Context: an optimization exercise on an open-source flow, tuned for small area. The choices shown serve that exercise and are no tape-out recipe. Function was checked by simulation only, so behaviour that the tests miss may differ from the original. Power and IR drop assume default switching activity.

==> flow/design.v <==
module data_mem_cas (
  input  logic        clk,
  input  logic        rst_n,
  input  logic        rd_en,
  input  logic [4:0]  rd_addr,
  output logic [31:0] rd_data,
  output logic        rd_valid,
  input  logic        wr_en,
  input  logic [4:0]  wr_addr,
  input  logic [3:0]  wr_be,
  input  logic [31:0] wr_data,
  input  logic        cas_en,
  input  logic [4:0]  cas_addr,
  output logic        cas_done,
  output logic        cas_swapped,
  output logic        cas_err,
  output logic        busy
);
  localparam logic [1:0] IDLE = 2'b00, CLEAR = 2'b01, CAS1 = 2'b10, CAS2 = 2'b11;
  logic [1:0]  state_reg;
  logic [4:0]  cnt_reg;        
  logic        fin_reg;        
  logic        err_reg;
  logic        rd_valid_reg;
  logic [31:0] rd_data_reg;
  logic        idle, clear, cas1, cas2, cas;
  logic        rd_accept, wr_accept, cas_legal;
  logic [4:0]  x;
  logic [15:0] sel_e, sel_o;
  logic [31:0] mem_e [16];
  logic [31:0] mem_o [16];
  logic [31:0] ev, od, rd_word, rd_merged;
  logic [31:0] bus_e, bus_o;
  logic        gt, swap;
  assign idle      = (state_reg == IDLE);
  assign clear     = (state_reg == CLEAR);
  assign cas1      = (state_reg == CAS1);
  assign cas2      = (state_reg == CAS2);
  assign cas       = cas1 || cas2;
  assign cas_legal = (cas_addr != 5'd31);
  assign rd_accept = idle && rd_en && !cas_en;
  assign wr_accept = idle && wr_en && !cas_en;
  assign x  = cas ? cnt_reg : rd_addr;
  logic [3:0] pl, ph;
  logic [15:0] rd_row;
  always_comb begin
    for (int i = 0; i < 4; i++) begin
      pl[i] = (x[2:1] == 2'(i));
      ph[i] = !clear && (x[4:3] == 2'(i));
    end
    for (int j = 0; j < 16; j++) rd_row[j] = ph[j/4] && pl[j%4];
    for (int j = 0; j < 16; j++) begin
      sel_o[j] = rd_row[j];
      sel_e[j] = x[0] ? ((j != 0) ? rd_row[(j+15) % 16] : 1'b0) : rd_row[j];
    end
  end
  logic [31:0] ge_n [5];
  logic [31:0] go_n [5];
  generate
    for (genvar g = 0; g < 5; g++) begin : g_grp
      for (genvar i = 0; i < 32; i++) begin : g_bit
        aoi222 u_e (.a1(sel_e[3*g]),   .a2(mem_e[3*g][i]),
                    .b1(sel_e[3*g+1]), .b2(mem_e[3*g+1][i]),
                    .c1(sel_e[3*g+2]), .c2(mem_e[3*g+2][i]), .y(ge_n[g][i]));
        aoi222 u_o (.a1(sel_o[3*g]),   .a2(mem_o[3*g][i]),
                    .b1(sel_o[3*g+1]), .b2(mem_o[3*g+1][i]),
                    .c1(sel_o[3*g+2]), .c2(mem_o[3*g+2][i]), .y(go_n[g][i]));
      end
    end
  endgenerate
  generate
    for (genvar i = 0; i < 32; i++) begin : g_comb
      rd_comb u_e (.g0(ge_n[0][i]), .g1(ge_n[1][i]), .g2(ge_n[2][i]), .g3(ge_n[3][i]),
                   .g4(ge_n[4][i]), .s(sel_e[15]), .m(mem_e[15][i]), .y(ev[i]));
      rd_comb u_o (.g0(go_n[0][i]), .g1(go_n[1][i]), .g2(go_n[2][i]), .g3(go_n[3][i]),
                   .g4(go_n[4][i]), .s(sel_o[15]), .m(mem_o[15][i]), .y(od[i]));
    end
  endgenerate
  assign rd_word = x[0] ? od : ev;
  always_comb begin
    for (int b = 0; b < 4; b++)
      rd_merged[b*8 +: 8] = (wr_accept && wr_be[b] && (wr_addr == rd_addr)) ? wr_data[b*8 +: 8]
                                                                            : rd_word[b*8 +: 8];
  end
  logic [7:0] ng_reg, nl_reg;
  logic [3:0] bg, bl;
  logic       w_gt, w_lt;
  always_ff @(posedge clk) begin
    for (int n = 0; n < 8; n++) begin
      ng_reg[n] <= ev[n*4 +: 4] > od[n*4 +: 4];
      nl_reg[n] <= ev[n*4 +: 4] < od[n*4 +: 4];
    end
  end
  always_comb begin
    for (int b = 0; b < 4; b++) begin
      bg[b] = ng_reg[2*b+1] | !nl_reg[2*b+1] & ng_reg[2*b];
      bl[b] = nl_reg[2*b+1] | !ng_reg[2*b+1] & nl_reg[2*b];
    end
  end
  assign w_gt = bg[3] | !bl[3] & (bg[2] | !bl[2] & (bg[1] | !bl[1] & bg[0]));
  assign w_lt = bl[3] | !bg[3] & (bl[2] | !bg[2] & (bl[1] | !bg[1] & bl[0]));
  assign gt   = cnt_reg[0] ? w_lt : w_gt;
  assign swap = cas2 && gt;
  assign bus_e = idle ? wr_data : od;
  assign bus_o = idle ? wr_data : ev;
  logic [31:0] wd;
  always_comb begin
    for (int k = 0; k < 32; k++) wd[k] = wr_accept && (wr_addr == 5'(k));
  end
  generate
    for (genvar j = 0; j < 16; j++) begin : g_row
      logic sw_e, sw_o;
      assign sw_e = clear || (swap && sel_e[j]);
      assign sw_o = clear || (swap && sel_o[j]);
      for (genvar b = 0; b < 4; b++) begin : g_byte
        logic we_e, we_o, wen_e, wen_o;
        logic [7:0] d_e, d_o;
        oai21 u_we_e  (.a1(!wr_be[b]), .a2(!wd[2*j]),   .b1(!sw_e), .y(we_e));
        oai21 u_we_o  (.a1(!wr_be[b]), .a2(!wd[2*j+1]), .b1(!sw_o), .y(we_o));
        inv1  u_wen_e (.a(we_e), .y(wen_e));
        inv1  u_wen_o (.a(we_o), .y(wen_o));
        for (genvar i = 0; i < 8; i++) begin : g_bit
          ao22 u_e (.a1(we_e), .a2(bus_e[b*8+i]), .b1(wen_e), .b2(mem_e[j][b*8+i]), .x(d_e[i]));
          ao22 u_o (.a1(we_o), .a2(bus_o[b*8+i]), .b1(wen_o), .b2(mem_o[j][b*8+i]), .x(d_o[i]));
        end
        always_ff @(posedge clk) begin
          mem_e[j][b*8 +: 8] <= d_e;
          mem_o[j][b*8 +: 8] <= d_o;
        end
      end
    end
  endgenerate
  always_ff @(posedge clk or negedge rst_n) begin
    if (!rst_n) begin
      state_reg    <= CLEAR;
      cnt_reg      <= '0;
      fin_reg      <= 1'b0;
      err_reg      <= 1'b0;
      rd_valid_reg <= 1'b0;
      rd_data_reg  <= '0;
    end else begin
      fin_reg      <= (state_reg == CAS2);
      err_reg      <= idle && cas_en && !cas_legal;
      rd_valid_reg <= rd_accept;
      if (rd_accept) rd_data_reg <= rd_merged;
      case (state_reg)
        CLEAR: begin
          cnt_reg <= cnt_reg + 5'd1;
          if (cnt_reg == 5'd31) state_reg <= IDLE;
        end
        IDLE: begin
          if (cas_en && cas_legal) begin
            cnt_reg   <= cas_addr;
            state_reg <= CAS1;
          end
        end
        CAS1:    state_reg <= CAS2;
        default: state_reg <= IDLE;
      endcase
    end
  end
  assign rd_data     = rd_data_reg;
  assign rd_valid    = rd_valid_reg;
  assign cas_done    = fin_reg || err_reg;
  assign cas_swapped = fin_reg && gt;    
  assign cas_err     = err_reg;
  assign busy        = (state_reg != IDLE);
endmodule
module ao22 (
  input  logic a1, a2, b1, b2,
  output logic x
);
  assign x = (a1 & a2) | (b1 & b2);
endmodule
module aoi222 (
  input  logic a1, a2, b1, b2, c1, c2,
  output logic y
);
  assign y = ~((a1 & a2) | (b1 & b2) | (c1 & c2));
endmodule
module oai21 (
  input  logic a1, a2, b1,
  output logic y
);
  assign y = ~((a1 | a2) & b1);
endmodule
module inv1 (
  input  logic a,
  output logic y
);
  assign y = ~a;
endmodule
module rd_comb (
  input  logic g0, g1, g2, g3, g4, s, m,
  output logic y
);
  assign y = ~(g0 & g1 & g2 & g3 & g4) | (s & m);
endmodule
module cmp32 (
  input  logic [31:0] a,
  input  logic [31:0] b,
  output logic        gt,
  output logic        lt
);
  logic [31:0] g0, l0;
  logic [15:0] g1, l1;
  logic [7:0]  g2, l2;
  logic [3:0]  g3, l3;
  logic [1:0]  g4, l4;
  assign g0 = a & ~b;
  assign l0 = ~a & b;
  always_comb begin
    for (int i = 0; i < 16; i++) begin
      g1[i] = g0[2*i+1] | (~l0[2*i+1] & g0[2*i]);
      l1[i] = l0[2*i+1] | (~g0[2*i+1] & l0[2*i]);
    end
    for (int i = 0; i < 8; i++) begin
      g2[i] = g1[2*i+1] | (~l1[2*i+1] & g1[2*i]);
      l2[i] = l1[2*i+1] | (~g1[2*i+1] & l1[2*i]);
    end
    for (int i = 0; i < 4; i++) begin
      g3[i] = g2[2*i+1] | (~l2[2*i+1] & g2[2*i]);
      l3[i] = l2[2*i+1] | (~g2[2*i+1] & l2[2*i]);
    end
    for (int i = 0; i < 2; i++) begin
      g4[i] = g3[2*i+1] | (~l3[2*i+1] & g3[2*i]);
      l4[i] = l3[2*i+1] | (~g3[2*i+1] & l3[2*i]);
    end
  end
  assign gt = g4[1] | (~l4[1] & g4[0]);
  assign lt = l4[1] | (~g4[1] & l4[0]);
endmodule
==> flow/flow/run.sh <==
#!/bin/bash
set -o pipefail
cp standard.sh standard_sh.txt
export BUFFER_PORTS_ARGS="-buffer_cell sky130_fd_sc_hd__buf_1"
bash standard.sh > standard.log 2>&1
==> flow/standard.sh <==
#!/bin/bash
# synth_recipe.tcl (not shown) runs the flow's synth.tcl, then flattens the netlist and writes it again
# the make line also repeats each setting of config.mk as NAME=value (left out here)
make -C /OpenROAD-flow-scripts/flow DESIGN_CONFIG=/design/flow/config.mk WORK_HOME=/design/flow/orfs CLKGATE_MAP_FILE= SYNTH_SCRIPT=/design/flow/synth_recipe.tcl "${@:-finish}"
==> flow/config.mk <==
export PLATFORM = sky130hd
export DESIGN_NAME = data_mem_cas
export DESIGN_NICKNAME = data_mem_cas
export VERILOG_FILES = /design/flow/design.v
export SDC_FILE = /design/flow/constraint.sdc
export NUM_CORES = 4
export LEC_CHECK = 0
export CAP_MARGIN = 20
export CORE_MARGIN = 2
export CORE_UTILIZATION = 65
export CTS_BUF_LIST = sky130_fd_sc_hd__clkbuf_16
export CTS_CLUSTER_DIAMETER = 100
export CTS_CLUSTER_SIZE = 24
export GPL_TIMING_DRIVEN = 0
export PLACE_DENSITY = 0.76
export SETUP_SLACK_MARGIN = 0.3
export SLEW_MARGIN = 20
export SYNTH_HIERARCHICAL = 1
export SYNTH_MINIMUM_KEEP_SIZE = 0
==> flow/constraint.sdc <==
create_clock -name core_clock -period 5.0 [get_ports {clk}]
set_input_delay 1.0000 -clock core_clock [delete_from_list [all_inputs] [get_ports {clk}]]
set_output_delay 1.0000 -clock core_clock [all_outputs]
set_load 0.01 [all_outputs]
==> results by group, run 1 <==
Status
  – Status: timing/DRC/antenna clean

Critical path
  – Arrival time worst endpoint: 5.08 ns
  – Worst reg2reg setup slack: 0.43 ns
  – CP Cell Sequence: buf_4 -> nor2_1 -> a22oi_2 -> buf_8 -> nor2_4 -> and2_4 -> a222oi_1 -> and3_1 -> nand4_1 -> ha_1 -> nor2b_1 -> o21ai_0 -> nand2b_1 -> a21oi_1 -> a41oi_1
  – Number of buffers and inverters on the critical path: 2
  – Critical Path Start: state_reg[1]
  – Reg2reg start: state_reg[1]
  – Largest fanout on the critical path: 33
  – CP Capture Type: register
  – Startpoint Class: register
  – CP max stage cell: dfrtp_1
  – CP top delay family: compound AO/OA/AOI/OAI gates
  – CP required: about 5.5 ns
  – CP Class: reg2reg
  – Critical Path Max Stage Delay: approximately 0.58 ns

Placed design
  – Placer Congestion: 1.06
  – PortBufs: 86
  – Post-DP HPWL: roughly 91 mm
  – Post-Place Setup Slack: -0.490 ns
  – Placed inst area: about 0.042 mm2

Logic synthesis
  – Post-synth EDFFs: 0
  – Syn avg cell area: 11.3 um2
  – Largest cells by area after synthesis: dfxtp_1 (52%), a22o_1 (22%), a222oi_1 (8.0%)
  – Synth top area share: 52.0%
  – Warnings, synthesis: 13
  – Share of flip-flops with an asynchronous set or reset: 3.88%
  – Syn Nets: 3,643
  – Main synth FF type: dfxtp_1
  – Area leader, netlist: dfxtp_1
  – Sequential fraction of the synthesis area: 54.6%
  – Mapped Cells: about 3,600
  – Distinct cells, synth: 60
  – Post-Syn Area: 0.0401 mm2
  – Yosys reg bits: 1,082

Floorplanning
  – Total die area: 0.0636 mm2
  – I/O pin cnt: 93
  – Die span in x: between 200 and 300 um
  – Core area: 0.0614 mm2
  – Die H: 252 um
  – Initial core utilization: 65.3%
  – Row count: 91

Timing
  – Measured slew at the worst slew-check pin: 1.36 ns
  – Worst setup margin: between 0.4 and 0.5 ns
  – Post-route minimum period: 4.57 ns
  – Pins Over Slew Limit: 0
  – Setup_tns: 0 ns
  – Final Setup Violations: 0
  – Hold Vio Cnt, Final: 0
  – Worst hold-check slack: roughly 0.25 ns
  – Worst Skew: 0.0292 ns
  – RSZ-0062 raised after global routing: false
  – Fmax: 219 MHz
  – Slew HR: 8.79%
  – Final period util: around nine tenths

Run
  – Max-Cap Viols: 0

Power and ir drop
  – Max VDD drop: 0.418 mV
  – Cell Pwr Density: just over 800 mW/mm2
  – P_leak: 17.5 nW

Clocking
  – Clock transition at path regs: about 0.1 ns
  – Worst-skew pair later-pin latency: approximately 0.65 ns
  – Htree depth: 2
  – CTS buffer count: 51
  – TritonCTS Sinks: 1,082
  – CTS root buf: clkbuf_16
  – Max clock buf depth: 3
  – CTS tree: built

Global routing
  – First-pass GRT wire length: 190 mm
  – Remaining global-route overflow: 0
  – Vias in the first global route: 32,400
  – Initial antenna violation count: 9
  – Pin count of the biggest net entering global routing: 34
  – Gr usage total: a little under two fifths

Drt
  – WL met1: 50.2 mm
  – Met2 WL: about 57 mm
  – Top layer in use: met5
  – Vias: ~34,000
  – Wire per inst: 27.4 um
  – ANT nets after route: 0
  – Met3 wire length: 12.2 mm
  – Initial DRC Count: 5,586
  – Final wirelength: 125 mm
  – Total iterations of the first detailed-routing run: 10
  – Residual DRC: 0
  – Drt via density: roughly 7.5

Final layout
  – Nets@finish: 3,831
  – Share of post-route cells with drive strength above 1: 5.38%
  – Final core utilization: 71.4%
  – Synth-to-Final Area Change: 9.45%
  – Design area: roughly 0.044 mm2

Min path
  – Path type of the worst min-delay path: in2async
-- routing by layer --
metal	up-vias	GRT usage [%]
met4	8	15.0
met1	16800	51.0
met3	278	6.76
met2	2086	60.2
li1	15000	-
met5	-	0
-- final timing paths --
| kind | endpoint | depth (start not counted) |
|---|---|---|
| setup / recovery | ng_reg[4] | 15 |
| hold reg to reg | mem_o[7][5] | 1 |
| max in group asynchronous | state_reg[0] | 2 |
| setup reg to reg | ng_reg[4] | 15 |
| hold / removal | rd_data_reg[26] | 1 |
| min in group core_clock | mem_o[7][5] | 1 |
-- cell usage after synthesis (2+ instances only) --
cell type	n
and2_1	3
dfxtp_1	1040
a41oi_1	8
a31oi_1	34
ha_1	34
dfrtp_1	41
a21oi_2	2
nand2_1	257
nor2b_1	20
inv_2	2
mux2i_1	32
a22oi_2	2
and3_1	70
mux2_1	2
nand3_1	14
a211o_1	2
a21oi_1	17
a22o_1	1026
nand3_4	4
o22ai_1	3
nand4_1	64
a31oi_2	2
buf_2	14
mux2_2	7
inv_1	174
a222oi_1	320
clkbuf_1	28
nor2_1	47
xor2_1	5
xnor2_1	2
o21ai_0	88
nand2b_1	14
o211ai_1	3
nor3_1	4
o31ai_1	2
nor3b_1	2
o21ai_1	141
-- metrics by stage --
step           instances  power (mW)
4_1_cts             4539        34.8
6_report            4549        35.5
3_3_place_gp        4429        28.8
5_1_grt             4544        37.2
2_1_floorplan       3553        24.4
3_5_place_dp        4473        30.3
-- layout make-up --
| cell class | instances | area (um2) |
|---|---|---|
| Antenna cell | 6 | 15.0 |
| Buffer | 44 | 186 |
| Clock buffer | 53 | 1330 |
| Clock inverter | 12 | 65.1 |
| Fill cell | 4451 | 17500 |
| Inverter | 177 | 664 |
| Multi-Input combinational cell | 2250 | 17700 |
| Sequential cell | 1082 | 21900 |
| Tap cell | 790 | 988 |
| Timing Repair Buffer | 135 | 1030 |
-- worst reg2reg max path, stage by stage, from the launching register on --
cell and delay [ns]:
dfrtp_1 0.58, buf_4 0.26, nor2_1 0.11, a22oi_2 0.56, buf_8 0.25, nor2_4 0.15
and2_4 0.35, a222oi_1 0.54, and3_1 0.36, nand4_1 0.25, ha_1 0.39, nor2b_1 0.14
o21ai_0 0.16, nand2b_1 0.07, a21oi_1 0.18, a41oi_1 0.07
-- per-module statistics from Yosys, one instance, submodules excluded --
module | flip-flops and latches | cells inside | cell area [um2] | times used
aoi222 | 0 | 1 | 10.0 | 320
rd_comb | 0 | 3 | 16.3 | 64
ao22 | 0 | 1 | 8.76 | 1024
oai21 | 0 | 1 | 5.00 | 128
inv1 | 0 | 1 | 3.75 | 128
data_mem_cas | 1082 | 1761 | 25700 | 1
-- placed cells by master, fill, tap and decap left out, drive strengths merged, types with 48 or more instances in the layout --
| cell | instances |
|---|---|
| a222oi | 320 |
| a22o | 1026 |
| and3 | 70 |
| buf | 150 |
| clkbuf | 82 |
| dfxtp | 1040 |
| inv | 184 |
| nand2 | 257 |
| nand4 | 64 |
| nor2 | 48 |
| o21ai | 229 |
-- power by group --
group	internal, mW	switching [mW]	total [mW]
clock	1.91	2.65	4.56
combinational	6.11	11.0	17.2
sequential	12.0	1.77	13.7
-- cell families (layout without fill, tap and decap cells) --
logic type / after synthesis / in the layout / synth area share [%]
AO/OA/AOI/OAI: 1662 / 1662 / 34.8
flip-flops: 1082 / 1082 / 54.6
AND/OR/NAND/NOR: 505 / 505 / 6.13
buffers and inverters: 221 / 421 / 2.12
multiplexers: 42 / 42 / 1.09
adder cells (fa/ha/maj): 34 / 34 / 1.06
XOR/XNOR: 7 / 7 / 0.153
other: 0 / 6 / 0
-- what timing repair did --
action	in CTS	in global routing
hold endpoints to repair	0	0
resized for setup	2	4
pin swaps	1	0
buffers inserted	1	0
hold buffers	0	0
endpoints found under the setup margin	439	46
cloned	0	0
==> run 2: changes to the inputs <==
==> flow/run.sh (new file) <==
#!/bin/bash
# synth_recipe.tcl (not shown) runs the flow's synth.tcl, then flattens the netlist and writes it again
# the make line also repeats each setting of config.mk as NAME=value (left out here)
make -C /OpenROAD-flow-scripts/flow DESIGN_CONFIG=/design/flow/config.mk WORK_HOME=/design/flow/orfs CLKGATE_MAP_FILE= SYNTH_SCRIPT=/design/flow/synth_recipe.tcl finish
removed: flow/flow/run.sh
removed: flow/standard.sh
==> results by group, run 2 <==
Status
  – Status: timing/DRC/antenna clean

Critical path
  – Reg-to-Reg End: mem_o[13][27]
  – Reg2Reg Depth: 11
  – Critical Path Start: rd_addr[0]
  – CP top delay family: simple AND/OR/NAND/NOR gates
  – CP Cell Sequence: clkdlybuf4s50_1 -> mux2i_4 -> clkbuf_4 -> mux2_8 -> a222oi_1 -> and3_1 -> nand4_1 -> nand2_1 -> nand2_1 -> a22o_1
  – CP Capture Type: register
  – Worst path most repeated cell: nand2_1
  – Critical Path Max Stage Delay: about 0.7 ns
  – Arrival time worst endpoint: ~5.2 ns
  – Reg2reg start: state_reg[1]
  – Startpoint Class: primary input
  – Levels on crit path: 10
  – CP Class: in2reg
  – Largest fanout on the critical path: 33
  – Number of buffers and inverters on the critical path: 2
  – CP max stage cell: clkdlybuf4s50_1
  – Worst setup path end: mem_o[13][27]
  – CP required: about 5.5 ns
  – Worst reg2reg setup slack: 0.61 ns

Drt
  – Vias: 34,300
  – Final wirelength: approximately 130 mm
  – Total iterations of the first detailed-routing run: 8
  – ANT nets after route: 0
  – Wire per inst: 28.0 um
  – Residual DRC: 0
  – Initial DRC Count: 5,609
  – Drt via density: 7.56

Timing
  – Post-route minimum period: 4.64 ns
  – Final Setup Violations: 0
  – RSZ-0062 raised after global routing: true
  – Worst hold-check slack: 0.280 ns
  – Worst Skew: 0.0297 ns
  – Worst setup margin: 0.365 ns
  – Fmax: 216 MHz
  – Hold Vio Cnt, Final: 0
  – Measured slew at the worst slew-check pin: 1.14 ns
  – Pins Over Slew Limit: 0
  – Final period util: 92.7%
  – Slew HR: a little under a quarter

Placed design
  – PortBufs: 86
  – Post-Place Setup Slack: -0.928 ns
  – Placer Congestion: 1.02
  – Post-DP HPWL: 92.1 mm
  – Placed cells: 4,473

Clocking
  – TritonCTS Sinks: roughly 1,100
  – CTS root buf: clkbuf_16
  – Worst-skew pair later-pin latency: 0.64 ns
  – Max clock buf depth: 3
  – Cts hold-fix bufs: 0
  – CTS tree: built
  – Htree depth: 2
  – Clock transition at path regs: 0.09 ns
  – CTS buffer count: approximately 50

Final layout
  – Share of post-route cells with drive strength above 1: 5.57%
  – Final core utilization: 72.4%
  – Most common cell after layout, fill and taps aside: dfxtp_1
  – Final non-filler cell total: 4,545
  – Most frequent cells in the layout: dfxtp_1 (1,040), a22o_1 (1,026), a222oi_1 (320), nand2_1 (256), inv_1 (179)
  – Synth-to-Final Area Change: 11.0%
  – Nets@finish: 3,832

Min path
  – Path type of the worst min-delay path: in2async

Global routing
  – First-pass GRT wire length: 194 mm
  – Gr usage total: about two fifths
  – Vias in the first global route: 33,100
  – Pin count of the biggest net entering global routing: 34
  – Initial antenna violation count: 1
  – Remaining global-route overflow: 0

Power and ir drop
  – Sw Share: 43.7%
  – Sequential group share of total power: about 39%
  – Max VDD drop: 0.456 mV
  – Cell Pwr Density: 805 mW/mm2
  – Internal power: 20.1 mW
  – Combinational Power Share: 48.7%
  – Clock network power share: 12.7%
  – Net Sw Power: 15.7 mW
  – P_leak: roughly 18 nW

Run
  – Max-Cap Viols: 0

Floorplanning
  – Initial core utilization: roughly 65%
  – Core area: around 0.06 mm2
  – Die span in x: around 250 um
  – I/O pin cnt: 93
  – Row count: 91
  – Total die area: 0.0636 mm2
  – Die H: 252 um

Logic synthesis
  – Distinct cells, synth: 60
  – Warnings, synthesis: 13
  – Sequential fraction of the synthesis area: 54.6%
  – Area leader, netlist: dfxtp_1
  – Syn avg cell area: ~11 um2
  – Cell with the most instances after synthesis: dfxtp_1
  – Post-Syn Area: 0.0401 mm2
  – Share of flip-flops with an asynchronous set or reset: under 10%
  – Synth top area share: between 50% and 60%
  – Largest cells by area after synthesis: dfxtp_1 (52%), a22o_1 (22%), a222oi_1 (8.0%)
  – Yosys reg bits: around 1,100
  – Main synth FF type: dfxtp_1
  – Syn Nets: 3,643
  – Post-synth EDFFs: 0
  – Mapped Cells: approximately 3,600
  – Most frequent cells after synthesis: dfxtp_1 (1,040), a22o_1 (1,026), a222oi_1 (320)
==> run 2: cell types whose count changed in the layout (fill, tap and decap cells not counted), moves of 2 or more <==
| cell | before | now |
|---|---|---|
| buf_1 | 86 | 1 |
| buf_16 | 5 | 9 |
| buf_4 | 13 | 15 |
| buf_8 | 15 | 11 |
| clkdlybuf4s50_1 | 0 | 85 |
| diode_2 | 6 | 2 |
| inv_1 | 181 | 179 |
| o21ai_1 | 152 | 150 |
| o21ai_4 | 0 | 3 |
==> run 2: timing repair <==
action,in CTS,in global routing
buffers inserted,1,3
pin swaps,1,1
endpoints found under the setup margin,577,490
resized for setup,2,11
==> run 2: per-layer routing <==
metal / vias up / wire length, um / GRT usage (%)
met2: 2049 / 57900 / 61.2
met4: 2 / 5380 / 16.8
met1: 17000 / 51700 / 52.3
met3: 320 / 12300 / 6.82
li1: 15000 / - / -
met5: - / 12 / 0
==> run 2: worst min-delay path by stage <==
stage,start,to,slack (ns),cells past startpoint
2_1_floorplan,mem_e[0][0],mem_e[0][0],0.44,1
3_3_place_gp,mem_e[0][18],mem_e[0][18],0.45,1
3_5_place_dp,mem_o[15][15],mem_o[15][15],0.45,1
4_1_cts,rst_n,rd_data_reg[26],0.27,1
5_1_grt,rst_n,rd_valid_reg,0.29,1
6_report,rst_n,rd_valid_reg,0.28,1
==> run 2: kinds of logic after synthesis <==
group | Yosys count | share of synthesized area [%]
adders and majority gates | 34 | 1.06
AOI/OAI and AO/OA | 1662 | 34.8
DFF | 1082 | 54.6
muxes | 42 | 1.09
xor gates and xnor gates | 7 | 0.153
and+or+nand+nor | 505 | 6.13
buffers and inverters | 221 | 2.12
==> run 2: per-stage QoR <==
stage                     total power [mW]  instance area, um2  setup TNS, ns
after floorplan                       24.4               40100              0
after global placement                29.0               41900       -1840.71
after detailed placement              30.5               42900        -443.46
after CTS                             35.1               44300              0
after global routing                  37.5               44400              0
final                                 35.8               44500              0
==> run 2: cell type report <==
type | count | area (um2)
Clock buffer | 53 | 1330
Fill cell | 4316 | 16900
Timing Repair Buffer | 136 | 1590
Buffer | 44 | 189
Multi-Input combinational cell | 2250 | 17800
Sequential cell | 1082 | 21900
Clock inverter | 11 | 58.8
Inverter | 177 | 664
Tap cell | 790 | 988
Antenna cell | 2 | 5.00
==> run 2: power by group through the flow <==
stage               clock, mW  combinational [mW]  sequential [mW]
floorplan                   0                11.1             13.3
global placement            0                15.4             13.6
detailed placement          0                16.7             13.8
CTS                      4.58                16.8             13.7
global route             4.89                18.6             14.0
finish                   4.56                17.5             13.8
==> run 2: Yosys stat by module (local to each module, per instance) <==
module	area, um2	copies in the design	cells inside	flops+latches
data_mem_cas	25700	1	1761	1082
rd_comb	16.3	64	3	0
aoi222	10.0	320	1	0
ao22	8.76	1024	1	0
oai21	5.00	128	1	0
inv1	3.75	128	1	0
==> run 2: worst reg2reg max path: stages (launching register included) <==
cell	delay (ns)
dfrtp_1	0.52
buf_4	0.25
and3_1	0.22
a31oi_4	0.47
nor2_4	0.26
mux2_8	0.48
a222oi_1	0.53
and3_1	0.30
nand4_1	0.27
nand2_1	0.15
nand2_1	0.44
a22o_1	0.38
==> run 3: changes to the inputs <==
==> flow/flow/run.sh (new file) <==
#!/bin/bash
set -o pipefail
cp standard.sh standard_sh.txt
export BUFFER_PORTS_ARGS="-buffer_cell sky130_fd_sc_hd__buf_1"
bash standard.sh > standard.log 2>&1
==> flow/standard.sh (new file) <==
#!/bin/bash
# synth_recipe.tcl (not shown) runs the flow's synth.tcl, then flattens the netlist and writes it again
# the make line also repeats each setting of config.mk as NAME=value (left out here)
make -C /OpenROAD-flow-scripts/flow DESIGN_CONFIG=/design/flow/config.mk WORK_HOME=/design/flow/orfs CLKGATE_MAP_FILE= SYNTH_SCRIPT=/design/flow/synth_recipe.tcl "${@:-finish}"
--- a/flow/config.mk
+++ b/flow/config.mk
@@ -9,10 +9,10 @@
 export CORE_MARGIN = 2
 export CORE_UTILIZATION = 65
-export CTS_BUF_LIST = sky130_fd_sc_hd__clkbuf_16
-export CTS_CLUSTER_DIAMETER = 100
-export CTS_CLUSTER_SIZE = 24
+export CTS_BUF_LIST = sky130_fd_sc_hd__clkbuf_8
+export CTS_CLUSTER_DIAMETER = 80
+export CTS_CLUSTER_SIZE = 16
 export GPL_TIMING_DRIVEN = 0
 export PLACE_DENSITY = 0.76
-export SETUP_SLACK_MARGIN = 0.3
+export SETUP_SLACK_MARGIN = 0.2
 export SLEW_MARGIN = 20
 export SYNTH_HIERARCHICAL = 1
removed: flow/run.sh
==> results by group, run 3 <==
Timing
  – RSZ-0062 raised after global routing: false
  – Final Setup Violations: 0
  – Hold Vio Cnt, Final: 0
  – Fmax: 216 MHz
  – Post-route minimum period: 4.62 ns
  – Pins Over Slew Limit: 0
  – Measured slew at the worst slew-check pin: between 1 and 1.5 ns
  – Worst setup margin: 0.377 ns
  – Worst Skew: between 0.04 and 0.05 ns
  – Slew HR: 20.8%
  – Final period util: 92.5%

Final layout
  – Share of post-route cells with drive strength above 1: 5.91%
  – Final core utilization: 70.9%
  – Synth-to-Final Area Change: 8.65%
  – Area used by multi-input combinational logic: between 0.015 and 0.02 mm2
  – Most frequent cells in the layout: dfxtp_1 (1,040), a22o_1 (1,026), a222oi_1 (320), nand2_1 (257), inv_1 (185)
  – Layout fillers: ~4,400
  – Most common cell after layout, fill and taps aside: dfxtp_1
  – Sequential Area: between 0.02 and 0.025 mm2
  – Nets@finish: 3,848

Drt
  – Met3 wire length: 12.6 mm
  – Top layer in use: met5
  – Residual DRC: 0
  – Initial DRC Count: 5,474
  – ANT nets after route: 0
  – Vias: 34,300
  – Final wirelength: about 130 mm
  – Met2 WL: about 58 mm
  – Total iterations of the first detailed-routing run: 9
  – Drt via density: 7.50
  – Wire per inst: 27.7 um
  – WL met1: around 50 mm

Logic synthesis
  – Yosys reg bits: around 1,100
  – Mapped Cells: 3,553
  – Post-synth EDFFs: 0
  – Distinct cells, synth: 60
  – Sequential fraction of the synthesis area: 54.6%
  – Post-Syn Area: 0.0401 mm2
  – Share of flip-flops with an asynchronous set or reset: 3.88%
  – Most frequent cells after synthesis: dfxtp_1 (1,040), a22o_1 (1,026), a222oi_1 (320)
  – Synth top area share: 52.0%
  – Cell with the most instances after synthesis: dfxtp_1
  – Warnings, synthesis: 13
  – Syn avg cell area: about 11 um2
  – Syn Nets: 3,643
  – Largest cells by area after synthesis: dfxtp_1 (52%), a22o_1 (22%), a222oi_1 (8.0%)
  – Main synth FF type: dfxtp_1
  – Area leader, netlist: dfxtp_1

Floorplanning
  – I/O pin cnt: 93
  – Core area: just over 0.06 mm2
  – Initial core utilization: 65.3%
  – Row count: 91
  – Die H: ~250 um
  – Total die area: 0.0636 mm2
  – Die span in x: 252 um

Global routing
  – First-pass GRT wire length: roughly 190 mm
  – Pin count of the biggest net entering global routing: 34
  – Vias in the first global route: between 30,000 and 40,000
  – Gr usage total: 38.4%
  – Remaining global-route overflow: 0
  – Initial antenna violation count: 10

Run
  – Max-Cap Viols: 0

Critical path
  – CP max stage cell: dfrtp_1
  – Worst reg2reg setup slack: between 0.3 and 0.4 ns
  – Critical Path Max Stage Delay: just over 0.6 ns
  – CP Capture Type: register
  – Largest fanout on the critical path: 33
  – CP Class: reg2reg
  – Startpoint Class: register
  – Reg2reg start: state_reg[1]
  – Reg-to-Reg End: ng_reg[1]
  – CP Cell Sequence: buf_4 -> nor2_1 -> a22oi_2 -> buf_6 -> nor2_4 -> and2_4 -> a222oi_1 -> and3_1 -> nand4_1 -> ha_1 -> nor2b_1 -> o21ai_0 -> nand2b_1 -> a21oi_1 -> a41oi_1
  – Arrival time worst endpoint: 5.20 ns
  – Reg2Reg Depth: 15
  – CP required: 5.58 ns

Clocking
  – Clock transition at path regs: about 0.10 ns
  – TritonCTS Sinks: 1,082
  – Cts hold-fix bufs: 0
  – Htree depth: 3
  – CTS tree: built
  – CTS buffer count: 77
  – Worst-skew pair later-pin latency: 0.73 ns
  – CTS root buf: clkbuf_8
  – Max clock buf depth: 3

Status
  – Status: timing/DRC/antenna clean

Min path
  – Path type of the worst min-delay path: in2async

Power and ir drop
  – Cell Pwr Density: 806 mW/mm2
  – P_leak: 17.4 nW
  – Max VDD drop: about 0.44 mV

Placed design
  – Post-DP HPWL: about 93 mm
  – Placer Congestion: 1.13
  – Post-Place Setup Slack: -0.655 ns
  – PortBufs: 86
-- run 3: power by group --
part / internal (mW) / switching [mW] / total, mW
logic: 6.06 / 11.1 / 17.2
clock network: 1.47 / 2.69 / 4.16
registers: 12.0 / 1.80 / 13.8
-- run 3: modules after synthesis, one instance, submodules excluded --
| module | times used | area (um2) |
|---|---|---|
| data_mem_cas | 1 | 25700 |
| rd_comb | 64 | 16.3 |
| aoi222 | 320 | 10.0 |
| ao22 | 1024 | 8.76 |
| oai21 | 128 | 5.00 |
| inv1 | 128 | 3.75 |
-- run 3: layout make-up --
class | instances | area share, %
Inverter | 177 | 1.53
Buffer | 44 | 0.428
Sequential cell | 1082 | 50.3
Tap cell | 790 | 2.27
Multi-Input combinational cell | 2250 | 40.7
Clock buffer | 77 | 2.44
Clock inverter | 18 | 0.262
Timing Repair Buffer | 126 | 2.10
Antenna cell | 4 | 0.0230
-- run 3: per-layer routing --
layer	GRT usage, %	vias up
met1	50.8	16800
met5	0	-
met3	7.82	359
met4	16.8	8
met2	61.2	2019
li1	-	15000
-- run 3: how the worst max path moves through the flow --
| stage | from | depth (start not counted) | slack [ns] | endpoint |
|---|---|---|---|---|
| floorplan | rd_addr[1] | 11 | 0.29 | mem_o[0][12] |
| global placement | rd_addr[4] | 11 | -2.43 | mem_o[9][4] |
| detailed placement | rd_addr[4] | 14 | -0.65 | ng_reg[0] |
| CTS | state_reg[1] | 14 | 0.22 | ng_reg[0] |
| global route | state_reg[1] | 15 | 0.24 | ng_reg[1] |
| finish | state_reg[1] | 15 | 0.38 | ng_reg[1] |
-- run 3: kinds of logic (layout without fill, tap and decap cells) --
group                    count (synthesis)  count (layout)  synth area share, %
multiplexers                            42              42                 1.09
AND/OR/NAND/NOR                        505             505                 6.13
AO/OA/AOI/OAI                         1662            1662                 34.8
XOR/XNOR                                 7               7                0.153
other                                    0               4                    0
adder cells (fa/ha/maj)                 34              34                 1.06
flip-flops                            1082            1082                 54.6
buffers and inverters                  221             442                 2.12
-- run 3: what timing repair did --
| action | CTS | global route |
|---|---|---|
| buffers inserted | 1 | 3 |
| pin swaps | 1 | 0 |
| setup endpoints to repair | 310 | 96 |
| resized for setup | 2 | 4 |
-- run 3: worst max-delay path, delay by kind of cell (launching register included) --
kind	cells	cell delay [ns]
adders and majority gates	1	0.40
DFF	1	0.61
AOI/OAI and AO/OA	5	1.47
buffers and inverters	2	0.54
and+or+nand+nor	7	1.43
-- run 3: metrics by stage --
step	power, mW	hold WS [ns]	cells	setup TNS, ns	cell area [um2]
5_1_grt	36.8	0.198	4565	0	43500
6_report	35.1	0.209	4568	0	43500
3_5_place_dp	30.3	0.452	4462	-170.29	42200
2_1_floorplan	24.4	0.438	3553	0	40100
4_1_cts	34.5	0.172	4558	0	43400
3_3_place_gp	28.9	0.451	4429	-1717.77	41400
==> run 4: changes to the inputs <==
--- a/flow/design.v
+++ b/flow/design.v
@@ -30,5 +30,5 @@
   logic [31:0] mem_e [16];
   logic [31:0] mem_o [16];
-  logic [31:0] ev, od, rd_word, rd_merged;
+  logic [31:0] ev, od, rd_next;
   logic [31:0] bus_e, bus_o;
   logic        gt, swap;
@@ -77,10 +77,24 @@
     end
   endgenerate
-  assign rd_word = x[0] ? od : ev;
-  always_comb begin
-    for (int b = 0; b < 4; b++)
-      rd_merged[b*8 +: 8] = (wr_accept && wr_be[b] && (wr_addr == rd_addr)) ? wr_data[b*8 +: 8]
-                                                                            : rd_word[b*8 +: 8];
-  end
+  logic       rd_byp;
+  logic [3:0] rs_h, rs_w, rs_e, rs_o;
+  assign rd_byp = wr_accept && (wr_addr == rd_addr);
+  always_comb begin
+    for (int b = 0; b < 4; b++) begin
+      rs_h[b] = !rd_accept;
+      rs_w[b] = rd_accept && rd_byp && wr_be[b];
+      rs_e[b] = rd_accept && !(rd_byp && wr_be[b]) && !x[0];
+      rs_o[b] = rd_accept && !(rd_byp && wr_be[b]) && x[0];
+    end
+  end
+  generate
+    for (genvar i = 0; i < 32; i++) begin : g_rd
+      logic t_n, o_n;
+      aoi222 u_t (.a1(rs_h[i/8]), .a2(rd_data_reg[i]), .b1(rs_w[i/8]), .b2(wr_data[i]),
+                  .c1(rs_e[i/8]), .c2(ev[i]), .y(t_n));
+      nand2 u_o (.a(rs_o[i/8]), .b(od[i]), .y(o_n));
+      nand2 u_d (.a(t_n), .b(o_n), .y(rd_next[i]));
+    end
+  endgenerate
   logic [7:0] ng_reg, nl_reg;
   logic [3:0] bg, bl;
@@ -143,5 +157,5 @@
       err_reg      <= idle && cas_en && !cas_legal;
       rd_valid_reg <= rd_accept;
-      if (rd_accept) rd_data_reg <= rd_merged;
+      rd_data_reg  <= rd_next;
       case (state_reg)
         CLEAR: begin
@@ -231,2 +245,8 @@
   assign lt = l4[1] | (~g4[1] & l4[0]);
 endmodule
+module nand2 (
+  input  logic a, b,
+  output logic y
+);
+  assign y = ~(a & b);
+endmodule
==> results by group, run 4 <==
Power and ir drop
  – Max VDD drop: 0.483 mV
  – Clock network power share: a little under an eighth
  – Combinational Power Share: 48.5%
  – Internal power: 19.5 mW
  – Sequential group share of total power: ~40%
  – P_leak: 17.2 nW
  – Cell Pwr Density: between 800 and 900 mW/mm2
  – Net Sw Power: 15.4 mW
  – Sw Share: 44.1%

Critical path
  – CP Capture Type: register
  – CP Class: in2reg
  – Arrival time worst endpoint: 5.21 ns
  – Largest fanout on the critical path: 17
  – Startpoint Class: primary input
  – CP required: 5.55 ns

Logic synthesis
  – Synth Area in Simple Gates: 6.22%
  – Area leader, netlist: dfxtp_1
  – XOR/XNOR share of the synthesized area: 0.154%
  – Main synth FF type: dfxtp_1
  – Yosys reg bits: 1,082
  – Distinct cells, synth: 63
  – Post-synth EDFFs: 0
  – Syn Nets: 3,576
  – Proportion of synthesized area in mux cells: 0.110%
  – Combinational family with the most area after synthesis: compound AO/OA/AOI/OAI gates
  – Share of flip-flops with an asynchronous set or reset: 3.88%
  – Adder-Cell Fraction of Synth Area: 1.07%
  – Synth top area share: 52.4%
  – Warnings, synthesis: 13
  – Mapped Cells: 3,486
  – Post-Syn Area: between 0.03 and 0.04 mm2
  – Sequential fraction of the synthesis area: 55.1%
  – Cell with the most instances after synthesis: dfxtp_1
  – Syn avg cell area: 11.4 um2
  – Compound-Gate Fraction of Synth Area: about 35%
  – Most frequent cells after synthesis: dfxtp_1 (1,040), a22o_1 (1,025), a222oi_1 (352)
  – Largest cells by area after synthesis: dfxtp_1 (52%), a22o_1 (23%), a222oi_1 (8.9%)

Placed design
  – Post-DP HPWL: about 90 mm
  – PortBufs: 91
  – Placer Congestion: around 1.0

Final layout
  – Nets@finish: 3,789
  – Area used by multi-input combinational logic: roughly 0.017 mm2
  – Synth-to-Final Area Change: 8.85%
  – Most frequent cells in the layout: dfxtp_1 (1,040), a22o_1 (1,025), a222oi_1 (352), nand2_1 (269), inv_1 (186)
  – Most common cell after layout, fill and taps aside: dfxtp_1
  – Share of post-route cells with drive strength above 1: 5.68%
  – Final core utilization: 71.6%
  – Layout fillers: 4,332
  – Sequential Area: 0.0219 mm2

Clocking
  – Worst-skew pair later-pin latency: 0.73 ns
  – CTS root buf: clkbuf_8
  – Cts hold-fix bufs: 0
  – CTS tree: built
  – Max clock buf depth: 3
  – CTS buffer count: 77
  – Clock transition at path regs: about 0.1 ns
  – TritonCTS Sinks: 1,082
  – Htree depth: 3

Run
  – Max-Cap Viols: 0

Global routing
  – Initial antenna violation count: 7
  – Vias in the first global route: ~33,000
  – Remaining global-route overflow: 0
  – Pin count of the biggest net entering global routing: 34
  – First-pass GRT wire length: 190 mm
  – Gr usage total: 38.0%

Timing
  – Final Setup Violations: 0
  – Post-route minimum period: 4.65 ns
  – Hold Vio Cnt, Final: 0
  – Slew HR: a little under a quarter
  – Pins Over Slew Limit: 0
  – Fmax: ~210 MHz
  – Setup_tns: 0 ns
  – RSZ-0062 raised after global routing: false
  – Measured slew at the worst slew-check pin: 1.14 ns
  – Final period util: 93.1%
  – Worst Skew: between 0.03 and 0.04 ns
  – Worst hold-check slack: 0.189 ns

Min path
  – Path type of the worst min-delay path: in2async

Status
  – Status: timing/DRC/antenna clean

Drt
  – Residual DRC: 0
  – ANT nets after route: 0
  – Final wirelength: 124 mm
  – Drt via density: 7.57
  – Initial DRC Count: between 5,000 and 6,000
  – Wire per inst: 27.5 um
  – Total iterations of the first detailed-routing run: 9
  – Vias: 34,100

Floorplanning
  – I/O pin cnt: 93
  – Core area: a little over 0.06 mm2
  – Die H: about 250 um
  – Row count: 90
  – Initial core utilization: 65.8%
  – Total die area: 0.0631 mm2
  – Die span in x: 251 um
-- run 4: cell count changes after synthesis, sizes merged, moves of 5 or more --
cell	before	now
buf	16	10
nand2	257	269
mux2i	33	1
mux2	9	3
a222oi	320	352
and2	4	9
o21ai	229	171
nand3	18	5
a21oi	19	29
clkbuf	28	19
-- run 4: area by class of cell --
cell class,count,area share (%)
Buffer,29,0.290
Antenna cell,6,0.0347
Multi-Input combinational cell,2197,40.1
Sequential cell,1082,50.6
Clock inverter,18,0.208
Timing Repair Buffer,134,2.47
Inverter,178,1.55
Clock buffer,78,2.48
Tap cell,782,2.26
-- run 4: cell families (layout without fill, tap and decap cells) --
| kind of cell | count (synthesis) | in the layout |
|---|---|---|
| xor+xnor | 7 | 7 |
| fa+ha+maj | 34 | 34 |
| flops | 1082 | 1082 |
| buf+inv | 207 | 437 |
| other cells | 0 | 6 |
| compound gates | 1639 | 1639 |
| simple gates | 513 | 513 |
| mux | 4 | 4 |
-- run 4: metrics by stage --
step	cell area [um2]	worst slack, ns	power (mW)	cells
final	43200	0.346	34.9	4504
after global routing	43200	0.245	36.6	4502
after CTS	43100	0.400	34.3	4492
after detailed placement	42000	-0.311	30.2	4396
after global placement	41000	-2.47	28.8	4359
after floorplan	39700	0.251	24.4	3486
-- run 4: power groups by stage --
stage | clock, mW | sequential, mW | combinational, mW
6_report | 4.09 | 13.8 | 16.9
5_1_grt | 4.45 | 14.1 | 18.0
4_1_cts | 4.13 | 13.8 | 16.4
3_5_place_dp | 0 | 13.9 | 16.3
3_3_place_gp | 0 | 13.7 | 15.1
2_1_floorplan | 0 | 13.4 | 11.0
-- run 4: worst max-delay path, cell delays in order --
cell	delay, ns
buf_1	0.23
clkbuf_1	0.44
and3b_1	0.26
o31ai_2	0.79
nor2_4	0.30
buf_16	0.25
a222oi_1	0.32
and3_1	0.28
nand4_1	0.25
ha_1	0.38
nor2b_1	0.13
o21ai_0	0.14
nand2b_1	0.07
a21oi_1	0.23
a41oi_1	0.11
-- run 4: metal layers --
metal,global-route usage [%],vias to the layer above,part of all wire (%)
li1,-,14900,-
met1,50.3,16800,40
met2,59.8,2125,45
met4,16.4,4,4.5
met5,0,-,0.012
met3,8.66,324,10
-- run 4: path summary, 6_finish.rpt --
path	endpoint	depth (start not counted)	slack, ns	startpoint
max	ng_reg[0]	15	0.35	rd_addr[2]
max reg2reg	ng_reg[4]	14	0.45	state_reg[1]
min in group core_clock	mem_e[13][2]	1	0.48	mem_e[13][2]
min	rd_data_reg[21]	1	0.19	rst_n
min reg2reg	mem_e[13][2]	1	0.48	mem_e[13][2]
max in group asynchronous	state_reg[0]	2	4.24	rst_n
-- run 4: timing repair --
action / CTS / global route
endpoints found under the setup margin: 0 / 2
setup buffers: 0 / 3
resized for setup: 0 / 1
-- run 4: per-module statistics from Yosys, one instance, submodules excluded, excerpt --
module        flops+latches  times used  cells inside  area [um2]
inv1                      0         128             1        3.75
ao22                      0        1024             1        8.76
data_mem_cas           1082           1          1598       24800
aoi222                    0         352             1        10.0
oai21                     0         128             1        5.00
rd_comb                   0          64             3        16.3
==> run 5: changes to the inputs <==
--- a/flow/design.v
+++ b/flow/design.v
@@ -97,21 +97,14 @@
     end
   endgenerate
-  logic [7:0] ng_reg, nl_reg;
-  logic [3:0] bg, bl;
+  logic [3:0] bg_reg, bl_reg;
   logic       w_gt, w_lt;
   always_ff @(posedge clk) begin
-    for (int n = 0; n < 8; n++) begin
-      ng_reg[n] <= ev[n*4 +: 4] > od[n*4 +: 4];
-      nl_reg[n] <= ev[n*4 +: 4] < od[n*4 +: 4];
-    end
-  end
-  always_comb begin
     for (int b = 0; b < 4; b++) begin
-      bg[b] = ng_reg[2*b+1] | !nl_reg[2*b+1] & ng_reg[2*b];
-      bl[b] = nl_reg[2*b+1] | !ng_reg[2*b+1] & nl_reg[2*b];
-    end
-  end
-  assign w_gt = bg[3] | !bl[3] & (bg[2] | !bl[2] & (bg[1] | !bl[1] & bg[0]));
-  assign w_lt = bl[3] | !bg[3] & (bl[2] | !bg[2] & (bl[1] | !bg[1] & bl[0]));
+      bg_reg[b] <= ev[b*8 +: 8] > od[b*8 +: 8];
+      bl_reg[b] <= ev[b*8 +: 8] < od[b*8 +: 8];
+    end
+  end
+  assign w_gt = bg_reg[3] | !bl_reg[3] & (bg_reg[2] | !bl_reg[2] & (bg_reg[1] | !bl_reg[1] & bg_reg[0]));
+  assign w_lt = bl_reg[3] | !bg_reg[3] & (bl_reg[2] | !bg_reg[2] & (bl_reg[1] | !bg_reg[1] & bl_reg[0]));
   assign gt   = cnt_reg[0] ? w_lt : w_gt;
   assign swap = cas2 && gt;
==> results by group, run 5 <==
Status
  – Status: timing/DRC/antenna clean

Clocking
  – Cts hold-fix bufs: 0
  – Clock transition at path regs: approximately 0.11 ns
  – Max clock buf depth: 3
  – CTS buffer count: 77
  – CTS tree: built
  – Worst-skew pair later-pin latency: 0.72 ns
  – TritonCTS Sinks: 1,074
  – Post-CTS Setup Repair Bufs: 0
  – Htree depth: 3
  – CTS root buf: clkbuf_8

Logic synthesis
  – Share of flip-flops with an asynchronous set or reset: 3.91%
  – Mapped Cells: around 3,500
  – Warnings, synthesis: 13
  – Main synth FF type: dfxtp_1
  – Syn Nets: 3,558
  – Synth top area share: roughly 52%
  – Post-synth EDFFs: 0
  – Post-Syn Area: around 0.039 mm2
  – Sequential fraction of the synthesis area: ~55%
  – Largest cells by area after synthesis: dfxtp_1 (52%), a22o_1 (23%), a222oi_1 (8.9%)
  – Area leader, netlist: dfxtp_1
  – Distinct cells, synth: 55
  – Cell with the most instances after synthesis: dfxtp_1
  – Yosys reg bits: 1,074
  – Syn avg cell area: 11.4 um2
  – Most frequent cells after synthesis: dfxtp_1 (1,032), a22o_1 (1,024), a222oi_1 (352)

Drt
  – ANT nets after route: 0
  – Residual DRC: 0
  – Total iterations of the first detailed-routing run: 8
  – Vias: about 33,000
  – Drt via density: between 7 and 8
  – Initial DRC Count: 4,830
  – Wire per inst: ~27 um
  – Final wirelength: 120 mm

Min path
  – Path type of the worst min-delay path: in2async

Timing
  – Worst hold-check slack: slightly below 0.2 ns
  – Final period util: 93.6%
  – Fmax: 214 MHz
  – Slew HR: approximately 26%
  – RSZ-0062 raised after global routing: false
  – Post-route minimum period: 4.68 ns
  – Worst Skew: between 0.03 and 0.04 ns
  – Measured slew at the worst slew-check pin: 1.11 ns
  – Final Setup Violations: 0
  – Hold Vio Cnt, Final: 0
  – Pins Over Slew Limit: 0

Critical path
  – Startpoint Class: register
  – Worst setup path end: bg_reg[3]
  – Reg2Reg Depth: 15
  – CP required: between 5 and 6 ns
  – Reg-to-Reg End: bg_reg[3]
  – Arrival time worst endpoint: 5.23 ns
  – Critical Path Start: state_reg[1]
  – Worst reg2reg setup slack: 0.32 ns
  – CP Class: reg2reg
  – Largest fanout on the critical path: 17
  – Reg2reg start: state_reg[1]
  – CP Capture Type: register

Final layout
  – Share of post-route cells with drive strength above 1: under 10%
  – Final core utilization: 71.3%
  – Nets@finish: 3,767
  – Area used by multi-input combinational logic: 0.0174 mm2
  – Most common cell after layout, fill and taps aside: dfxtp_1
  – Sequential Area: about 0.022 mm2
  – Layout fillers: 4,353
  – Synth-to-Final Area Change: 8.73%
  – Most frequent cells in the layout: dfxtp_1 (1,032), a22o_1 (1,024), a222oi_1 (352), nand2_1 (267), inv_1 (185)

Placed design
  – PortBufs: 90
  – Post-DP HPWL: 88.0 mm
  – Placer Congestion: 0.997

Floorplanning
  – Core area: 0.0601 mm2
  – Row count: 90
  – Total die area: 0.0627 mm2
  – Die H: 250 um
  – Die span in x: 250 um
  – Initial core utilization: 65.6%
  – I/O pin cnt: 93

Run
  – Max-Cap Viols: 0

Power and ir drop
  – Cell Pwr Density: 777 mW/mm2
  – Max VDD drop: ~0.50 mV
  – P_leak: 17.1 nW
  – Final Power: roughly 33 mW

Global routing
  – Gr usage total: between 30% and 40%
  – Vias in the first global route: 32,600
  – First-pass GRT wire length: ~190 mm
  – Initial antenna violation count: 13
  – Remaining global-route overflow: 0
  – Pin count of the biggest net entering global routing: 34
## run 5: changes by cell type after synthesis, sizes merged, moves of 8 or more
cell / change
a21o: +10
a21oi: -10
a41oi: -8
buf: +11
clkbuf: -9
dfxtp: -8
nand2b: -12
nor2b: -12
o21ai: -8
## run 5: Yosys stat by module (local to each module, per instance)
module	area, um2	times used	cells inside	flip-flops and latches
oai21	5.00	128	1	0
data_mem_cas	24600	1	1580	1074
nand2	3.75	64	1	0
ao22	8.76	1024	1	0
inv1	3.75	128	1	0
rd_comb	16.3	64	3	0
aoi222	10.0	352	1	0
## run 5: cell families after synthesis
family	after synthesis	synth area share, %
adders and majority gates	34	1.08
AOI/OAI and AO/OA	1632	35.3
and+or+nand+nor	505	6.14
buffers and inverters	208	2.04
xor gates and xnor gates	7	0.155
DFF	1074	55.0
muxes	8	0.216
## run 5: where the power goes
group          switching (mW)  internal [mW]  leakage [nW]  total [mW]
clock network            2.68           1.45         0.654        4.13
registers                1.70           11.8          9.11        13.5
logic                    10.0           5.68          7.32        15.7
total                    14.4           18.9          17.1        33.3
## run 5: cell type report
class                           count  share of cell area (%)
Buffer                             31                   0.324
Clock buffer                       79                    2.53
Clock inverter                     18                   0.227
Inverter                          177                    1.55
Antenna cell                        9                  0.0525
Tap cell                          782                    2.28
Multi-Input combinational cell   2188                    40.5
Sequential cell                  1074                    50.6
Timing Repair Buffer              128                    1.95
## run 5: worst min-delay path by stage
stage	start	end	slack [ns]	depth (start not counted)
global route	rst_n	rd_data_reg[25]	0.18	1
CTS	rst_n	rd_data_reg[4]	0.16	1
detailed placement	mem_e[0][15]	mem_e[0][15]	0.45	1
finish	rst_n	rd_data_reg[25]	0.19	1
global placement	mem_e[12][8]	mem_e[12][8]	0.45	1
floorplan	mem_e[0][0]	mem_e[0][0]	0.44	1
## run 5: metal layers
metal	track usage [%]	wire length [um]	vias to the layer above
met2	59.2	55800	1895
met1	48.5	48800	16500
met3	7.79	11100	262
met5	0	46	-
li1	-	-	14800
met4	14.7	4670	8
## run 5: through the flow
stage	cell area, um2	TNS (ns)	setup WS [ns]	std cells
2_1_floorplan	39500	0	0.365	3468
6_report	42900	0	0.321	4486
3_3_place_gp	40800	-1503.14	-2.33	4340
4_1_cts	42800	0	0.222	4473
5_1_grt	42900	0	0.203	4485
3_5_place_dp	41600	-1.49	-0.387	4376
## run 5: what timing repair did
item,CTS,global route
gates resized for setup,2,5
endpoints found under the setup margin,3,5
cloned,0,2
pin swaps,0,2
## run 5: critical path, cell delays in order, from the launching register on
cell	delay, ns
dfrtp_1	0.37
buf_4	0.18
buf_2	0.22
and3b_1	0.25
nor2_4	0.61
nor2_4	0.26
buf_16	0.24
a222oi_1	0.38
and3_1	0.32
nand4_1	0.19
inv_1	0.15
ha_1	0.26
a21o_1	0.20
a221o_1	0.35
a221oi_1	0.34
a31oi_1	0.15
==> run 6: changes to the inputs <==
--- a/flow/config.mk
+++ b/flow/config.mk
@@ -8,10 +8,10 @@
 export CAP_MARGIN = 20
 export CORE_MARGIN = 2
-export CORE_UTILIZATION = 65
+export CORE_UTILIZATION = 75
 export CTS_BUF_LIST = sky130_fd_sc_hd__clkbuf_8
 export CTS_CLUSTER_DIAMETER = 80
 export CTS_CLUSTER_SIZE = 16
 export GPL_TIMING_DRIVEN = 0
-export PLACE_DENSITY = 0.76
+export PLACE_DENSITY = 0.86
 export SETUP_SLACK_MARGIN = 0.2
 export SLEW_MARGIN = 20
==> results by group, run 6 <==
Floorplanning
  – Die H: 233 um
  – I/O pin cnt: 93
  – Row count: 84
  – Core area: 0.0522 mm2
  – Die span in x: ~230 um
  – Initial core utilization: 75.5%
  – Total die area: roughly 0.054 mm2

Logic synthesis
  – Most frequent cells after synthesis: dfxtp_1 (1,032), a22o_1 (1,024), a222oi_1 (352)
  – Share of flip-flops with an asynchronous set or reset: 3.91%
  – Syn Nets: 3,558
  – Distinct cells, synth: 55
  – Post-Syn Area: 0.0395 mm2
  – Warnings, synthesis: 13
  – Mapped Cells: 3,468
  – Post-synth EDFFs: 0
  – Sequential fraction of the synthesis area: 55.0%
  – Syn avg cell area: 11.4 um2
  – Synth top area share: 52.4%
  – Yosys reg bits: ~1,100
  – Cell with the most instances after synthesis: dfxtp_1
  – Largest cells by area after synthesis: dfxtp_1 (52%), a22o_1 (23%), a222oi_1 (8.9%)
  – Area leader, netlist: dfxtp_1
  – Main synth FF type: dfxtp_1

Drt
  – Top layer in use: met5
  – Vias: 35,100
  – Met2 WL: between 50 and 60 mm
  – Met3 wire length: 14.0 mm
  – Drt via density: 7.97
  – Initial DRC Count: 6,468
  – Final wirelength: 124 mm
  – Residual DRC: 0
  – ANT nets after route: 0
  – Total iterations of the first detailed-routing run: 11
  – Wire per inst: 28.3 um
  – WL met1: 46.4 mm

Critical path
  – Largest fanout on the critical path: 17
  – Arrival time worst endpoint: about 5.2 ns
  – Startpoint Class: register
  – CP required: 5.59 ns
  – CP Capture Type: register
  – Critical Path Start: state_reg[1]
  – Reg2reg start: state_reg[1]
  – CP Class: reg2reg

Timing
  – Hold Vio Cnt, Final: 0
  – Pins Over Slew Limit: 0
  – Slew HR: between 15 and 20%
  – Worst setup margin: 0.376 ns
  – Post-route minimum period: around 4.6 ns
  – Worst Skew: 0.0344 ns
  – Final period util: just over 90%
  – Final Setup Violations: 0
  – Worst hold-check slack: about 0.19 ns
  – Setup_tns: 0 ns
  – RSZ-0062 raised after global routing: false
  – Measured slew at the worst slew-check pin: 1.24 ns
  – Fmax: approximately 220 MHz

Global routing
  – First-pass GRT wire length: between 150 and 200 mm
  – Remaining global-route overflow: 0
  – Pin count of the biggest net entering global routing: 34
  – Initial antenna violation count: 16
  – Gr usage total: between 40 and 50%
  – Vias in the first global route: ~33,000

Min path
  – Path type of the worst min-delay path: in2async

Clocking
  – CTS root buf: clkbuf_8
  – Max clock buf depth: 3
  – Worst-skew pair later-pin latency: about 0.74 ns
  – CTS tree: built
  – Clock transition at path regs: about 0.11 ns
  – TritonCTS Sinks: 1,074
  – Cts hold-fix bufs: 0
  – Htree depth: 3
  – CTS buffer count: slightly below 80

Final layout
  – Nets@finish: 3,770
  – Synth-to-Final Area Change: 8.49%
  – Design area: 0.0428 mm2
  – Most frequent cells in the layout: dfxtp_1 (1,032), a22o_1 (1,024), a222oi_1 (352), nand2_1 (267), inv_1 (184)
  – Share of post-route cells with drive strength above 1: 5.98%
  – Final non-filler cell total: 4,402
  – Most common cell after layout, fill and taps aside: dfxtp_1

Power and ir drop
  – P_leak: approximately 17 nW
  – Cell Pwr Density: 789 mW/mm2
  – Max VDD drop: 0.621 mV

Placed design
  – Post-Place Setup Slack: -0.356 ns
  – Post-DP HPWL: 87.9 mm
  – Placer Congestion: 1.02
  – PortBufs: 90
  – Placed inst area: 0.0415 mm2
  – Placed cells: 4,287

Run
  – Max-Cap Viols: 0

Status
  – Status: timing/DRC/antenna clean
run 6: cell counts after synthesis:
Identical to the previous run, type by type.
run 6: report_power, final:
group,leakage [nW],internal (mW),total [mW],switching [mW]
Clock,0.654,1.45,4.14,2.68
Sequential,9.11,11.8,13.5,1.78
Combinational,7.32,5.69,16.1,10.4
Total,17.1,18.9,33.8,14.8
run 6: cells by family (layout without fill, tap and decap cells):
kind of cell / count (synthesis) / after routing / share of synthesized area (%)
and+or+nand+nor: 505 / 505 / 6.14
other: 0 / 16 / 0
AOI/OAI and AO/OA: 1632 / 1632 / 35.3
muxes: 8 / 8 / 0.216
buffers and inverters: 208 / 438 / 2.04
adders and majority gates: 34 / 34 / 1.08
DFF: 1074 / 1074 / 55.0
xor gates and xnor gates: 7 / 7 / 0.155
run 6: metal layers:
metal / vias up / track usage, %
met4: 12 / 20.8
met1: 17100 / 55.9
li1: 14900 / -
met3: 491 / 9.94
met2: 2659 / 70.6
met5: - / 0
run 6: cell type report:
type,count,area [um2]
Antenna cell,16,40.0
Buffer,31,139
Clock buffer,79,1090
Clock inverter,18,97.6
Fill cell,3071,9430
Inverter,177,664
Multi-Input combinational cell,2186,17400
Sequential cell,1074,21700
Tap cell,688,861
Timing Repair Buffer,133,858
run 6: worst paths after layout:
check | to | slack (ns) | depth (start not counted)
setup / recovery | bg_reg[2] | 0.38 | 15
hold / removal | rd_data_reg[29] | 0.19 | 1
setup reg to reg | bg_reg[2] | 0.38 | 15
hold reg to reg | mem_e[11][24] | 0.48 | 1
max in group asynchronous | state_reg[0] | 4.22 | 2
min in group core_clock | mem_e[11][24] | 0.48 | 1
run 6: through the flow:
step                      total power, mW  util, %
after floorplan                      23.5        -
after global placement               27.3     77.9
after detailed placement             28.8     79.5
final                                33.8     82.0
after global routing                 35.1     81.9
after CTS                            32.9     81.8
run 6: timing repair:
| action | 4_1_cts | 5_1_grt |
|---|---|---|
| gates resized for setup | 3 | 5 |
| buffers inserted | 0 | 0 |
| endpoints found under the setup margin | 2 | 4 |
run 6: per-module statistics from Yosys, one instance, submodules excluded:
module        cells inside  flops+latches  area, um2
aoi222                   1              0       10.0
data_mem_cas          1580           1074      24600
rd_comb                  3              0       16.3
nand2                    1              0       3.75
ao22                     1              0       8.76
inv1                     1              0       3.75
oai21                    1              0       5.00
run 6: critical path, stage by stage, from the launching register on:
cell,delay (ns)
dfrtp_1,0.37
buf_4,0.18
buf_2,0.22
buf_4,0.21
a31oi_2,0.62
nor2_4,0.25
buf_8,0.25
a222oi_1,0.38
and3_1,0.26
nand4_1,0.23
inv_1,0.18
ha_1,0.25
a21o_1,0.18
a221o_1,0.35
a221oi_2,0.39
a31oi_1,0.15
==> run 7: changes to the inputs <==
--- a/flow/config.mk
+++ b/flow/config.mk
@@ -8,12 +8,12 @@
 export CAP_MARGIN = 20
 export CORE_MARGIN = 2
-export CORE_UTILIZATION = 75
+export CORE_UTILIZATION = 65
 export CTS_BUF_LIST = sky130_fd_sc_hd__clkbuf_8
 export CTS_CLUSTER_DIAMETER = 80
 export CTS_CLUSTER_SIZE = 16
 export GPL_TIMING_DRIVEN = 0
-export PLACE_DENSITY = 0.86
-export SETUP_SLACK_MARGIN = 0.2
-export SLEW_MARGIN = 20
+export PLACE_DENSITY = 0.76
+export SETUP_SLACK_MARGIN = 0.1
+export SLEW_MARGIN = 10
 export SYNTH_HIERARCHICAL = 1
 export SYNTH_MINIMUM_KEEP_SIZE = 0
==> results by group, run 7 <==
Final layout
  – Most common cell after layout, fill and taps aside: dfxtp_1
  – Final non-filler cell total: 4,514
  – Nets@finish: 3,791
  – Most frequent cells in the layout: dfxtp_1 (1,032), a22o_1 (1,024), a222oi_1 (352), nand2_1 (267), inv_1 (189)
  – Layout fillers: between 4,000 and 5,000
  – Share of post-route cells with drive strength above 1: 6.00%

Power and ir drop
  – Cell Pwr Density: 773 mW/mm2
  – Combinational Power Share: 47.1%
  – Final Power: approximately 33 mW
  – Sw Share: a little over two fifths
  – Internal power: 19.0 mW
  – P_leak: 17.2 nW

Floorplanning
  – Die H: 250 um
  – Row count: 90
  – Core area: 0.0601 mm2
  – Total die area: 0.0627 mm2
  – Initial core utilization: 65.6%
  – I/O pin cnt: 93
  – Die span in x: 250 um

Timing
  – Final Setup Violations: 0
  – Fmax: 211 MHz
  – Setup_tns: 0 ns
  – Post-route minimum period: between 4 and 5 ns
  – Slew HR: 18.7%
  – Worst setup margin: 0.254 ns
  – Hold Vio Cnt, Final: 0
  – Measured slew at the worst slew-check pin: 1.22 ns
  – RSZ-0062 raised after global routing: false
  – Pins Over Slew Limit: 0

Logic synthesis
  – Synth top area share: 52.4%
  – Main synth FF type: dfxtp_1
  – Distinct cells, synth: 55
  – Post-synth EDFFs: 0
  – Post-Syn Area: 0.0395 mm2
  – Warnings, synthesis: 13
  – Yosys reg bits: 1,074
  – Area leader, netlist: dfxtp_1
  – Sequential fraction of the synthesis area: 55.0%

Status
  – Status: timing/DRC/antenna clean

Clocking
  – TritonCTS Sinks: 1,074
  – Htree depth: 3
  – Post-CTS Setup Repair Bufs: 0
  – CTS tree: built
  – Max clock buf depth: 3
  – Clock transition at path regs: 0.10 ns

Critical path
  – Arrival time worst endpoint: 5.32 ns
  – Number of buffers and inverters on the critical path: 2
  – Startpoint Class: primary input
  – CP top delay family: simple AND/OR/NAND/NOR gates
  – CP Capture Type: register
  – CP Cell Sequence: buf_1 -> nor4b_1 -> nor2_4 -> nor2_4 -> a222oi_1 -> and3_1 -> nand4_1 -> inv_1 -> ha_1 -> a21o_1 -> a221o_1 -> a221oi_1 -> a31oi_1
  – CP Class: in2reg

Global routing
  – Initial antenna violation count: 14
  – Vias in the first global route: 32,500
  – First-pass GRT wire length: 185 mm
  – Gr usage total: a little under two fifths
  – Pin count of the biggest net entering global routing: 34

Min path
  – Path type of the worst min-delay path: in2async

Run
  – Max-Cap Viols: 0

Placed design
  – Placed inst area: 0.0417 mm2
  – PortBufs: 90
  – Post-Place Setup Slack: -0.439 ns
  – Post-DP HPWL: between 80 and 90 mm

Drt
  – Vias: 33,500
  – Drt via density: 7.43
  – Total iterations of the first detailed-routing run: 9
  – Wire per inst: 26.6 um
  – Initial DRC Count: 4,974
  – Residual DRC: 0
  – Final wirelength: 120 mm
  – ANT nets after route: 0
-- run 7: cell count changes in the layout (fill, tap and decap cells not counted), sizes merged --
cell           delta
buf              +20
clkdlybuf4s18     +1
clkinv            -3
diode             -3
inv               +3
-- run 7: layer usage --
metal | up-vias | wire [um] | global-route usage [%]
met1 | 16600 | 48400 | 48.7
met4 | 8 | 4490 | 14.9
met2 | 1851 | 55600 | 59.0
li1 | 14900 | - | -
met3 | 241 | 11400 | 7.80
met5 | - | 41 | 0
-- run 7: metrics by stage --
| step | util, % | hold WS, ns |
|---|---|---|
| 2_1_floorplan | - | 0.438 |
| 3_3_place_gp | 67.8 | 0.450 |
| 3_5_place_dp | 69.3 | 0.451 |
| 4_1_cts | 71.2 | 0.118 |
| 5_1_grt | 71.5 | 0.133 |
| 6_report | 71.5 | 0.158 |
-- run 7: worst paths after layout --
path,from,cells after the start,slack [ns],end
worst max-delay path,rd_addr[4],13,0.25,bg_reg[3]
worst min-delay path,rst_n,1,0.16,rd_data_reg[30]
worst max register to register,state_reg[1],13,0.35,bg_reg[3]
worst min register to register,mem_o[4][24],1,0.48,mem_o[4][24]
max in group asynchronous,rst_n,2,4.28,state_reg[0]
min in group core_clock,mem_o[4][24],1,0.48,mem_o[4][24]
-- run 7: cell families (layout without fill, tap and decap cells) --
logic type                 count (synthesis)  after routing  share of synthesized area, %
muxes                                      8              8                         0.216
AOI/OAI and AO/OA                       1632           1632                          35.3
and+or+nand+nor                          505            505                          6.14
buffers and inverters                    208            459                          2.04
xor gates and xnor gates                   7              7                         0.155
other                                      0             13                             0
DFF                                     1074           1074                          55.0
adders and majority gates                 34             34                          1.08
-- run 7: final cells by class --
cell class              instances  area, um2  share of cell area [%]
diodes                         13       32.5                  0.0756
flip-flops and latches       1074      21700                    50.5
multi-input cells            2186      17200                    40.0
clock inverters                18       97.6                   0.227
well taps                     782        978                    2.27
repair buffers                154       1110                    2.57
inverters                     177        664                    1.54
plain buffers                  31        139                   0.323
clock buffers                  79       1090                    2.53
-- run 7: Yosys stat by module, one instance, submodules excluded --
module / flip-flops and latches / area, um2 / cells inside / times used
aoi222: 0 / 10.0 / 1 / 352
data_mem_cas: 1074 / 24600 / 1580 / 1
inv1: 0 / 3.75 / 1 / 128
nand2: 0 / 3.75 / 1 / 64
ao22: 0 / 8.76 / 1 / 1024
rd_comb: 0 / 16.3 / 3 / 64
oai21: 0 / 5.00 / 1 / 128
-- run 7: timing repair --
item,in CTS,in global routing
setup endpoints to repair,0,6
endpoints found under the hold margin,0,0
resized for setup,0,5
hold buffers,0,0
-- run 7: power by group through the flow --
stage          Clock (mW)  Combinational, mW  Sequential, mW
2_1_floorplan           0               10.5            13.0
6_report             4.12               15.7            13.5
4_1_cts              4.17               15.2            13.4
3_5_place_dp            0               15.2            13.5
5_1_grt              4.46               16.8            13.7
3_3_place_gp            0               14.1            13.4

Check on run 7: ideal ports give 0.254 ns setup slack; a clkbuf_16 on the clock port and buf_2 on the inputs give 0.243 ns; moving port delays by the midpoint clock arrival (0.776 ns) as well gives -0.534 ns.
